From an optimization exercise on the open Yosys and OpenROAD flow, aimed at small area, a short achievable clock period and few clock cycles; shortcuts taken in it are not production practice. RTL that was checked went through simulation tests only; none was proved equivalent to the original. Power figures rest on the tool's default switching activity, not on a simulated workload.

03-28:
Design keyword_source_lexer, start of the top module:
module keyword_source_lexer #(
   parameter int MAX_TEXT_LEN = 65536
) (
   input  wire logic         clock,
   input  wire logic         reset,
   input  wire logic         req_valid,
   output logic             req_stall,
   input  wire logic [8:0]   req_data,
   output logic             rsp_valid,
   input  wire logic         rsp_stall,
   output logic [45:0]      rsp_data,
   input  wire logic         csr_we,
   input  wire logic [16:0]  csr_wdata
);
clock: 8.5 ns
lec_check: 0
abc_area: 1
cap_margin: 20
core_margin: 2
core_utilization: 40
cts_buf_list: sky130_fd_sc_hd__clkbuf_8
setup_slack_margin: 5
slew_margin: 20
standard.sh (not shown) runs the stock make flow with config.mk's settings and CLKGATE_MAP_FILE= SYNTH_SCRIPT=/design/flow/synth_recipe.tcl, a recipe that flattens the netlist after the stock synthesis.
==> flow/flow/run.sh <==
#!/bin/bash
# The standard layout, with the smallest buffer on each port instead of the
# default delay-cell buffer; repair still resizes port buffers where timing needs it
set -euo pipefail
export BUFFER_PORTS_ARGS="-buffer_cell sky130_fd_sc_hd__buf_1"
bash standard.sh finish > standard_finish.log 2>&1
03-28 completed end to end with timing, DRC and antenna clean.
Inputs modified between 03-28 and 10-14:
-- flow/design.v --
<<< 03-28, line 734
   end
   always_ff @(posedge clock) begin
      if (step || reset) begin
         mode_ff <= mode_in & {3{!reset}};
         pos_ff  <= pos_in & {17{!reset}};
      end
      if (reset) begin
         zero_ff <= 1'b1;
         ovf_ff  <= 1'b0;
>>> 10-14, line 734
   end
   always_ff @(posedge clock) begin
      if (reset) begin
         mode_ff <= LM_IDLE;
         pos_ff  <= '0;
         zero_ff <= 1'b1;
         ovf_ff  <= 1'b0;
<<< 03-28, line 750
         near_ff <= near_in;
         far_ff  <= far_in;
      end
   end
>>> 10-14, line 748
         near_ff <= near_in;
         far_ff  <= far_in;
         if (step) begin
            mode_ff <= mode_in;
            pos_ff  <= pos_in;
         end
      end
   end
[10-14] met3 global-route usage fell 1.1 points relative to 03-28. Summary of the comparison: initial antenna violation count is higher in 10-14, relative to 03-28. Looking at portion of total power attributed to combinational logic, 10-14 sits 6.0 points lower than 03-28 does. 10-14 vs 03-28 — synthesized area dropped by a few percent. Compare 10-14 and 03-28 | static power due to leakage lower: 10-14. Die area improves in 10-14 relative to 03-28. Diff 03-28 -> 10-14: share of post-route cells with drive strength above 1 dropped 0.44 points; endpoint arrival time on the critical path has increased.
Testbench counts of 10-14, summed over its fixed seeds: cycles 148,692.
Only the layout flow was run in 03-28; the RTL was not checked for function there.


middle:
keyword_source_lexer with an RTL version that a note above also has.
For scale: roughly 11000 sq um of cells after synthesis.
export LEC_CHECK = 0
export ABC_AREA = 1
export CAP_MARGIN = 20
export CORE_MARGIN = 2
export CORE_UTILIZATION = 40
export CTS_BUF_LIST = sky130_fd_sc_hd__clkbuf_8
export SLEW_MARGIN = 20
create_clock -name core_clock -period 8.5 [get_ports {clock}]
==> flow/flow/run.sh <==
#!/bin/bash
# The standard layout, with the smallest buffer on each port instead of the
# default delay-cell buffer, and timing repair aiming 5.5 ns below the clock period
set -euo pipefail
export BUFFER_PORTS_ARGS="-buffer_cell sky130_fd_sc_hd__buf_1"
export SETUP_SLACK_MARGIN=5.5
bash standard.sh finish > standard_finish.log 2>&1
Testbench counts of middle, summed over its fixed seeds: cycles 148,692.
Input-level comparison between south and middle:
--- a/flow/design.v
+++ b/flow/design.v
@@ -639,15 +639,15 @@
                w_kind  = c_kind;
                w_start = pos_ff[15:0];
                w_len   = 6'd1;
             end
          end
       end
       w_last = !split;
-      step   = in_v && room;
+      step   = in_v && (room || !emit);
       take   = step && !split;
       push   = in_v && emit && room;
    end
    assign push_w    = {w_kind, cnt, w_start, w_len, w_ovf, w_last};
    logic  tok_cont;
    assign tok_cont = ((mode_ff == LM_IDENT) && cl[CL_WORD]) || ((mode_ff == LM_NUMBER) && cl[CL_DIGIT]) ||
                      ((mode_ff == LM_STRING) && !cl[CL_QUOTE]);
Results
Taking middle as the reference, in south worst stage delay on the critical path fell by 110 ps, routed wire length went up by about 5%.
Between middle and south, the share of cell area taken by multi-input logic gates is lower for middle.
Layout filler cell count on south is up relative to middle.
middle → south: die area has increased; endpoint required time on the critical path has increased; multi-input logic cell count has decreased; final setup skew has remained practically unchanged.
south vs. middle: post-route worst setup slack now larger; filler-free cell count of the finished design now larger; half-perimeter wire length after placement now larger.
south vs. middle: total power went down by about 3.8%, total internal power -about 2.6%, cell area after synthesis grew by 2.5%.
Testbench counts of south, summed over its fixed seeds: cycles 146,983.


== job 4612 ==
Another version of the RTL of keyword_source_lexer (not shown whole).
For scale: about 1400 cells after synthesis, roughly 160 flip-flops, ~12000 µm² of cells after synthesis.
Settings: LEC_CHECK=0, CAP_MARGIN=20, CORE_MARGIN=2, CORE_UTILIZATION=40, SETUP_SLACK_MARGIN=5, SLEW_MARGIN=20; clock period 8.5 ns.
==> flow/flow/run.sh <==
#!/bin/bash
# The standard layout, with the smallest buffer on each port instead of the
# default delay-cell buffer; repair still resizes port buffers where timing needs it
set -euo pipefail
export BUFFER_PORTS_ARGS="-buffer_cell sky130_fd_sc_hd__buf_1"
bash standard.sh finish > standard_finish.log 2>&1
Job 4612 ended with every stage complete and zero timing, DRC or antenna violations.
Testbench counts of job 4612, summed over its fixed seeds: cycles 146,983.
The following lists how job 4033 was set up differently from job 4612:
--- a/flow/design.v
+++ b/flow/design.v
@@ -501,59 +501,54 @@
       logic alpha, digit;
       alpha = ((ch >= "a") && (ch <= "z")) || ((ch >= "A") && (ch <= "Z")) || (ch == "_");
       digit = (ch >= "0") && (ch <= "9");
       classify = {alpha || digit, alpha, digit, ch == "\"", ch == 8'd10, ch == "/", ch == "*",
                   ch == "=", ch == ">",
                   (ch == "/") || (ch == "=") || (ch == "!") || (ch == "<") || (ch == ">") ||
                   (ch == "-"),
                   single_kind(ch) != 6'd0};
    endfunction
-   function automatic logic [15:0] cap4_of(input logic [16:0] l);
+   function automatic logic [15:0] cap3_of(input logic [16:0] l);
       if (l[16]) begin
-         cap4_of = 16'd65531;
+         cap3_of = 16'd65532;
       end else if (l[15:0] == 16'd0) begin
-         cap4_of = 16'hfffc;
+         cap3_of = 16'hfffd;
       end else begin
-         cap4_of = l[15:0] - 16'd5;
+         cap3_of = l[15:0] - 16'd4;
       end
    endfunction
    logic              in_v;
    logic [7:0]        c;
    logic              eot;
    logic [CL_W-1:0]   cl;
-   logic              b_v;
-   logic [8:0]        b_data;
-   logic [8:0]        src;
    logic              load_a;
    logic [2:0]   mode_ff, mode_in;
    logic [2:0]   pend_ff, pend_in;
    logic         star_ff, star_in;
    logic [15:0]  start_ff, start_in;
    logic [5:0]   len_ff, len_in;
    logic [4:0]   kw_ff, kw_in;
    logic [5:0]   kwe_ff, kwe_in;      
    logic [16:0]  pos_ff, pos_in;
    logic         zero_ff, zero_in;    
    logic [15:0]  cnt;                 
    logic         ovf_ff, ovf_in;      
    logic         near_ff, near_in;    
-   logic         far_ff, far_in;      
-   logic [15:0]  cap4_ff;             
-   logic [15:0]  cap4_w;
+   logic [15:0]  cap3_ff;             
+   logic [15:0]  cap3_w;
    logic [2:0]   c_pend;
    logic [5:0]   c_kind, two_kind, flush_kind, flush_len;
    logic         flush_emits;
    assign c_kind   = single_kind(c);
-   assign cap4_w   = cap4_of(csr_wdata);
-   logic         w_cap0, w_cap1, w_cap2;
+   assign cap3_w   = cap3_of(csr_wdata);
+   logic         w_cap0, w_cap1;
    assign w_cap0   = (csr_wdata[16:1] == 16'd0);
    assign w_cap1   = (csr_wdata == 17'd2);
-   assign w_cap2   = (csr_wdata == 17'd3);
    assign cnt      = zero_ff ? 16'd0 : last_index + 16'd1;
    logic         kw_hit;
    logic [10:0]  kw_f, kw_a;
    assign kw_hit = kwe_ff[5] && (c[4:0] == kwe_ff[4:0]) && c[6] && (c[5] || (kwe_ff[4:0] == 5'd31));
    assign kw_f   = kw_first(c);
    assign kw_a   = kw_alt({kw_ff, len_ff[3:0], c});
    always_comb begin
       c_pend = PD_SLASH;
       if (c == "=") c_pend = PD_EQ;
@@ -727,74 +722,60 @@
       if (pos_ff[16]) begin
          pend_in  = pend_ff;
          start_in = start_ff;
          len_in   = len_ff;
          kw_in    = kw_ff;
          kwe_in   = kwe_ff;
       end
    end
    assign load_a    = !in_v || take;
-   assign src       = b_v ? b_data : req_data;
-   assign req_stall = b_v || (in_v && eot);
+   assign req_stall = in_v && !take;
    always_ff @(posedge clock) begin
       if (reset) begin
          in_v <= 1'b0;
-         b_v  <= 1'b0;
       end else if (load_a) begin
-         in_v <= b_v || (req_valid && !req_stall);
-         b_v  <= 1'b0;
-      end else if (req_valid && !req_stall) begin
-         b_v  <= 1'b1;
+         in_v <= req_valid;
       end
       if (load_a) begin
-         {c, eot} <= src;
-         cl       <= classify(src[8:1]);
-      end
-      if (!req_stall) begin
-         b_data <= req_data;
+         {c, eot} <= req_data;
+         cl       <= classify(req_data[8:1]);
       end
    end
    always_comb begin
       zero_in = zero_ff;
       ovf_in  = ovf_ff;
       near_in = near_ff;
-      far_in  = far_ff;
       if (push && w_end) begin
          zero_in = 1'b1;
-         ovf_in  = csr_we ? w_cap0 : (cap4_ff == 16'hfffc);
-         near_in = csr_we ? w_cap1 : (cap4_ff == 16'hfffd);
-         far_in  = csr_we ? w_cap2 : (cap4_ff == 16'hfffe);
+         ovf_in  = csr_we ? w_cap0 : (cap3_ff == 16'hfffd);
+         near_in = csr_we ? w_cap1 : (cap3_ff == 16'hfffe);
       end else if (push) begin
          zero_in = 1'b0;
          ovf_in  = near_ff;
-         near_in = far_ff;
-         far_in  = zero_ff ? (cap4_ff == 16'hffff) : (last_index == cap4_ff);
-      end else if (csr_we && !in_v && !b_v) begin
+         near_in = zero_ff ? (cap3_ff == 16'hffff) : (last_index == cap3_ff);
+      end else if (csr_we && !in_v) begin
          ovf_in  = w_cap0;
          near_in = w_cap1;
-         far_in  = w_cap2;
       end
    end
    always_ff @(posedge clock) begin
       if (reset) begin
          mode_ff <= LM_IDLE;
          pos_ff  <= '0;
          zero_ff <= 1'b1;
          ovf_ff  <= 1'b0;
          near_ff <= 1'b0;
-         far_ff  <= 1'b0;
-         cap4_ff <= 16'd1019;
+         cap3_ff <= 16'd1020;
       end else begin
-         if (csr_we) cap4_ff <= cap4_w;
+         if (csr_we) cap3_ff <= cap3_w;
          zero_ff <= zero_in;
          ovf_ff  <= ovf_in;
          near_ff <= near_in;
-         far_ff  <= far_in;
          if (step) begin
             mode_ff <= mode_in;
             pos_ff  <= pos_in;
          end
       end
    end
    always_ff @(posedge clock) begin
       if (step) begin
          pend_ff  <= pend_in;
==> comparison <==
For post-placement cell count, dividing the value from job 4612 by the value from job 4033 gives 1.08.
From job 4612 to job 4033 the numbers moved as follows: site row count lost about 5%; clock-buffer cell count increased by 1 relative to the old numbers; part of the power in registers has decreased.
There was hardly any difference in setup slack on the worst flop-to-flop path between job 4033 and job 4612.
Going from job 4612 to job 4033, the synthesized cell count was found to have gone down by 7.1%.
In job 4033, switching share of total power is lower than in job 4612.
For job 4033, only the layout was checked, not whether the RTL still works.


RTL: one of the versions met above, not the one the previous note started from.
==> flow/config.mk <==
export PLATFORM = sky130hd
export DESIGN_NAME = keyword_source_lexer
export DESIGN_NICKNAME = keyword_source_lexer
export VERILOG_FILES = /design/flow/design.v
export SDC_FILE = /design/flow/constraint.sdc
export NUM_CORES = 4
export LEC_CHECK = 0
export ABC_AREA = 1
export CAP_MARGIN = 20
export CORE_MARGIN = 2
export CORE_UTILIZATION = 40
export CTS_BUF_LIST = sky130_fd_sc_hd__clkbuf_8
export SETUP_SLACK_MARGIN = 5
export SLEW_MARGIN = 20
==> flow/constraint.sdc <==
create_clock -name core_clock -period 8.5 [get_ports {clock}]
set_input_delay 1.7000 -clock core_clock [delete_from_list [all_inputs] [get_ports {clock}]]
set_output_delay 1.7000 -clock core_clock [all_outputs]
set_load 0.01 [all_outputs]
Scripts as last shown in full above: flow/flow/run.sh
Testbench counts at the start, summed over its fixed seeds: cycles 146,983.
Change:
--- a/flow/design.v
+++ b/flow/design.v
@@ -635,23 +635,23 @@
             end else if (cl[CL_PEND]) begin
                mode_in  = LM_PEND;
             end else if (cl[CL_OP]) begin
                emit    = 1'b1;
                w_kind  = c_kind;
                w_start = pos_ff[15:0];
                w_len   = 6'd1;
             end
          end
       end
       w_last = !split;
-      step   = in_v && (room || !emit);
+      step   = in_v && room;
       take   = step && !split;
       push   = in_v && emit && room;
    end
    assign push_w    = {w_kind, cnt, w_start, w_len, w_ovf, w_last};
    logic  tok_cont;
    assign tok_cont = ((mode_ff == LM_IDENT) && cl[CL_WORD]) || ((mode_ff == LM_NUMBER) && cl[CL_DIGIT]) ||
                      ((mode_ff == LM_STRING) && !cl[CL_QUOTE]);
    always_comb begin
       pend_in  = c_pend;
       star_in  = (mode_ff == LM_BLOCK) && cl[CL_STAR];
       start_in = pos_ff[15:0];
@@ -703,62 +703,57 @@
          stall_ff <= b_v_in || (in_v_in && eot_in);
       end
       eot <= eot_in;
       if (load_a) begin
          c  <= src[8:1];
          cc <= class_code(src[8:1]);
       end
       if (!req_stall) begin
          b_data <= req_data;
       end
    end
+   logic  flag_en;
+   assign flag_en = push || (csr_we && !in_v && !b_v) || reset;
    always_comb begin
-      zero_in = zero_ff;
-      ovf_in  = ovf_ff;
-      near_in = near_ff;
-      far_in  = far_ff;
-      if (push && w_end) begin
+      if (in_v && emit && w_end) begin
          zero_in = 1'b1;
          ovf_in  = csr_we ? w_cap0 : (cap4_ff == 16'hfffc);
          near_in = csr_we ? w_cap1 : (cap4_ff == 16'hfffd);
          far_in  = csr_we ? w_cap2 : (cap4_ff == 16'hfffe);
-      end else if (push) begin
+      end else if (in_v && emit) begin
          zero_in = 1'b0;
          ovf_in  = near_ff;
          near_in = far_ff;
          far_in  = zero_ff ? (cap4_ff == 16'hffff) : (last_index == cap4_ff);
-      end else if (csr_we && !in_v && !b_v) begin
+      end else begin
+         zero_in = zero_ff;
          ovf_in  = w_cap0;
          near_in = w_cap1;
          far_in  = w_cap2;
       end
    end
    always_ff @(posedge clock) begin
+      if (step || reset) begin
+         mode_ff <= mode_in & {3{!reset}};
+         pos_ff  <= pos_in & {17{!reset}};
+      end
+      if (flag_en) begin
+         zero_ff <= zero_in || reset;
+         ovf_ff  <= ovf_in && !reset;
+         near_ff <= near_in && !reset;
+         far_ff  <= far_in && !reset;
+      end
       if (reset) begin
-         mode_ff <= LM_IDLE;
-         pos_ff  <= '0;
-         zero_ff <= 1'b1;
-         ovf_ff  <= 1'b0;
-         near_ff <= 1'b0;
-         far_ff  <= 1'b0;
          cap4_ff <= 16'd1019;
-      end else begin
-         if (csr_we) cap4_ff <= cap4_w;
-         zero_ff <= zero_in;
-         ovf_ff  <= ovf_in;
-         near_ff <= near_in;
-         far_ff  <= far_in;
-         if (step) begin
-            mode_ff <= mode_in;
-            pos_ff  <= pos_in;
-         end
+      end else if (csr_we) begin
+         cap4_ff <= cap4_w;
       end
    end
    always_ff @(posedge clock) begin
       if (step) begin
          pend_ff  <= pend_in;
          star_ff  <= star_in;
          start_ff <= start_in;
          len_ff   <= len_in;
          kw_ff    <= kw_in;
          kwe_ff   <= kwe_in;
       end
=> The new run finished clean. Synthesized area climbs by 2.8%. Flip-flop and latch count does not change. Maximum frequency increases by 0.91%. Core utilization stays flat. Power came out higher by 18%. Setup slack gains 0.030 ns. Via count rose by 3.5%. Non-clock buffer count came out higher by 1. Sequential share of layout area goes up by 1.0 points. Clock skew goes up by 0.0041 ns. Count of clock-buffer cells in the layout falls by 2. Combinational power is higher by 63%.
No functional check of the RTL was part of the second run of this note.


Another version of the RTL of keyword_source_lexer (not shown whole).
Size in the first run: ~1400 cells after synthesis, roughly 150 flip-flops, roughly 79 I/O pins.
export LEC_CHECK = 0
export CAP_MARGIN = 20
export CORE_MARGIN = 2
export CORE_UTILIZATION = 40
export SETUP_SLACK_MARGIN = 5
export SLEW_MARGIN = 20
create_clock -name core_clock -period 8.5 [get_ports {clock}]
run.sh (not shown) runs the stock make flow with config.mk's settings and CLKGATE_MAP_FILE= SYNTH_SCRIPT=/design/flow/synth_recipe.tcl, a recipe that flattens the netlist after the stock synthesis.
Stock flow here: none of the scripts above is used.
Next try:
--- a/flow/design.v
+++ b/flow/design.v
@@ -593,25 +593,28 @@
    logic [5:0]   len_ff, len_in;
    logic [4:0]   kw_ff, kw_in;
    logic [16:0]  pos_ff, pos_in;
    logic         zero_ff, zero_in;    
    logic [15:0]  cnt;                 
    logic         ovf_ff, ovf_in;      
    logic         near_ff, near_in;    
    logic         far_ff, far_in;      
    logic [15:0]  cap4_ff;             
-   logic [15:0]  cap4_w, cap4_new;
+   logic [15:0]  cap4_w;
    logic [2:0]   c_pend;
    logic [5:0]   c_kind, two_kind, flush_kind, flush_len;
    logic         flush_emits;
    assign c_kind   = single_kind(c);
    assign cap4_w   = cap4_of(csr_wdata);
-   assign cap4_new = csr_we ? cap4_w : cap4_ff;
+   logic         w_cap0, w_cap1, w_cap2;
+   assign w_cap0   = (csr_wdata[16:1] == 16'd0);
+   assign w_cap1   = (csr_wdata == 17'd2);
+   assign w_cap2   = (csr_wdata == 17'd3);
    assign cnt      = zero_ff ? 16'd0 : last_index + 16'd1;
    logic [5:0]   kw_e;
    logic         kw_hit;
    assign kw_e   = kw_exp({kw_ff, len_ff[3:0]});
    assign kw_hit = kw_e[5] && (len_ff[5:4] == 2'b00) && (c[4:0] == kw_e[4:0]) && c[6] &&
                    (c[5] || (kw_e[4:0] == 5'd31));
    always_comb begin
       c_pend = PD_SLASH;
       if (c == "=") c_pend = PD_EQ;
@@ -817,30 +820,30 @@
       end
    end
    always_comb begin
       zero_in = zero_ff;
       ovf_in  = ovf_ff;
       near_in = near_ff;
       far_in  = far_ff;
       if (push && w_end) begin
          zero_in = 1'b1;
-         ovf_in  = (cap4_new == 16'hfffc);
-         near_in = (cap4_new == 16'hfffd);
-         far_in  = (cap4_new == 16'hfffe);
+         ovf_in  = csr_we ? w_cap0 : (cap4_ff == 16'hfffc);
+         near_in = csr_we ? w_cap1 : (cap4_ff == 16'hfffd);
+         far_in  = csr_we ? w_cap2 : (cap4_ff == 16'hfffe);
       end else if (push) begin
          zero_in = 1'b0;
          ovf_in  = near_ff;
          near_in = far_ff;
          far_in  = zero_ff ? (cap4_ff == 16'hffff) : (last_index == cap4_ff);
       end else if (csr_we && !in_v && !b_v) begin
-         ovf_in  = (cap4_w == 16'hfffc);
-         near_in = (cap4_w == 16'hfffd);
-         far_in  = (cap4_w == 16'hfffe);
+         ovf_in  = w_cap0;
+         near_in = w_cap1;
+         far_in  = w_cap2;
       end
    end
    always_ff @(posedge clock) begin
       if (reset) begin
          mode_ff <= LM_IDLE;
          pos_ff  <= '0;
          zero_ff <= 1'b1;
          ovf_ff  <= 1'b0;
          near_ff <= 1'b0;
The changed run completed with no timing, DRC or antenna violations; final area rose by 3.5%; global-route usage grows by 1.3 points; utilization is higher by 1.7 points; via count climbs by 3.3%; clock skew goes down by 0.010 ns; setup slack is worse by 0.17 ns; cell count rises by 2.4%; area after synthesis decreases by 0.35%; non-clock buffer count grows by 41; sequential power goes down by about 0.6%.
Function was not checked in any run of this note: the RTL went through the layout flow alone.

## what the ideal ports hide
No port has a modelled driver above. Below, the same layouts with a new extraction and two added sets of constraints.
Step 1 sets driving cells, clkbuf_16 on the clock port and buf_2 on the other inputs (assumed; they add their load-dependent delay and slew).
Step 2 also shifts input and output timing later by t, the mid clock arrival at the registers, as if the neighbouring blocks saw the same clock.
Three values: no drivers, after step 1, after step 2; two values: the first two.
| run | shift t [ns] | setup slack, ns | hold WS [ns] | latest minus earliest clock arrival (ns) | cell pins on the clock port's net |
|---|---|---|---|---|---|
| 03-28 | 0.493 | 5.090 / 5.096 / 4.603 | 0.512 / 0.512 / 0.512 | 0.016 / 0.016 | 1 |
| 10-14 | 0.483 | 5.218 / 5.238 / 4.755 | 0.462 / 0.462 / 0.462 | 0.018 / 0.018 | 1 |
| middle | 0.487 | 5.575 / 5.537 / 5.108 | 0.463 / 0.463 / 0.463 | 0.016 / 0.017 | 1 |
| south | 0.504 | 5.597 / 5.597 / 5.119 | 0.523 / 0.523 / 0.523 | 0.019 / 0.019 | 1 |
| job 4612 | 0.474 | 5.075 / 5.089 / 4.628 | 0.495 / 0.495 / 0.495 | 0.015 / 0.016 | 1 |
| job 4033 | 0.462 | 4.161 / 4.114 / 4.277 | 0.513 / 0.513 / 0.513 | 0.017 / 0.016 | 1 |
| the first run of note 4 | 0.502 | 5.139 / 5.139 / 4.688 | 0.506 / 0.506 / 0.506 | 0.019 / 0.019 | 1 |
| the second run of note 4 | 0.490 | 5.169 / 5.190 / 4.700 | 0.515 / 0.515 / 0.515 | 0.023 / 0.024 | 1 |
| the first run of note 5 | 0.479 | 4.728 / 4.738 / 4.259 | 0.459 / 0.459 / 0.459 | 0.023 / 0.024 | 1 |
| the second run of note 5 | 0.473 | 4.560 / 4.560 / 4.560 | 0.508 / 0.508 / 0.508 | 0.010 / 0.010 | 1 |
After both steps setup and hold are still met in every run listed. The setup slack of 03-28, which loses most, moves by +0.006 ns with the drivers and by -0.487 ns with both steps.
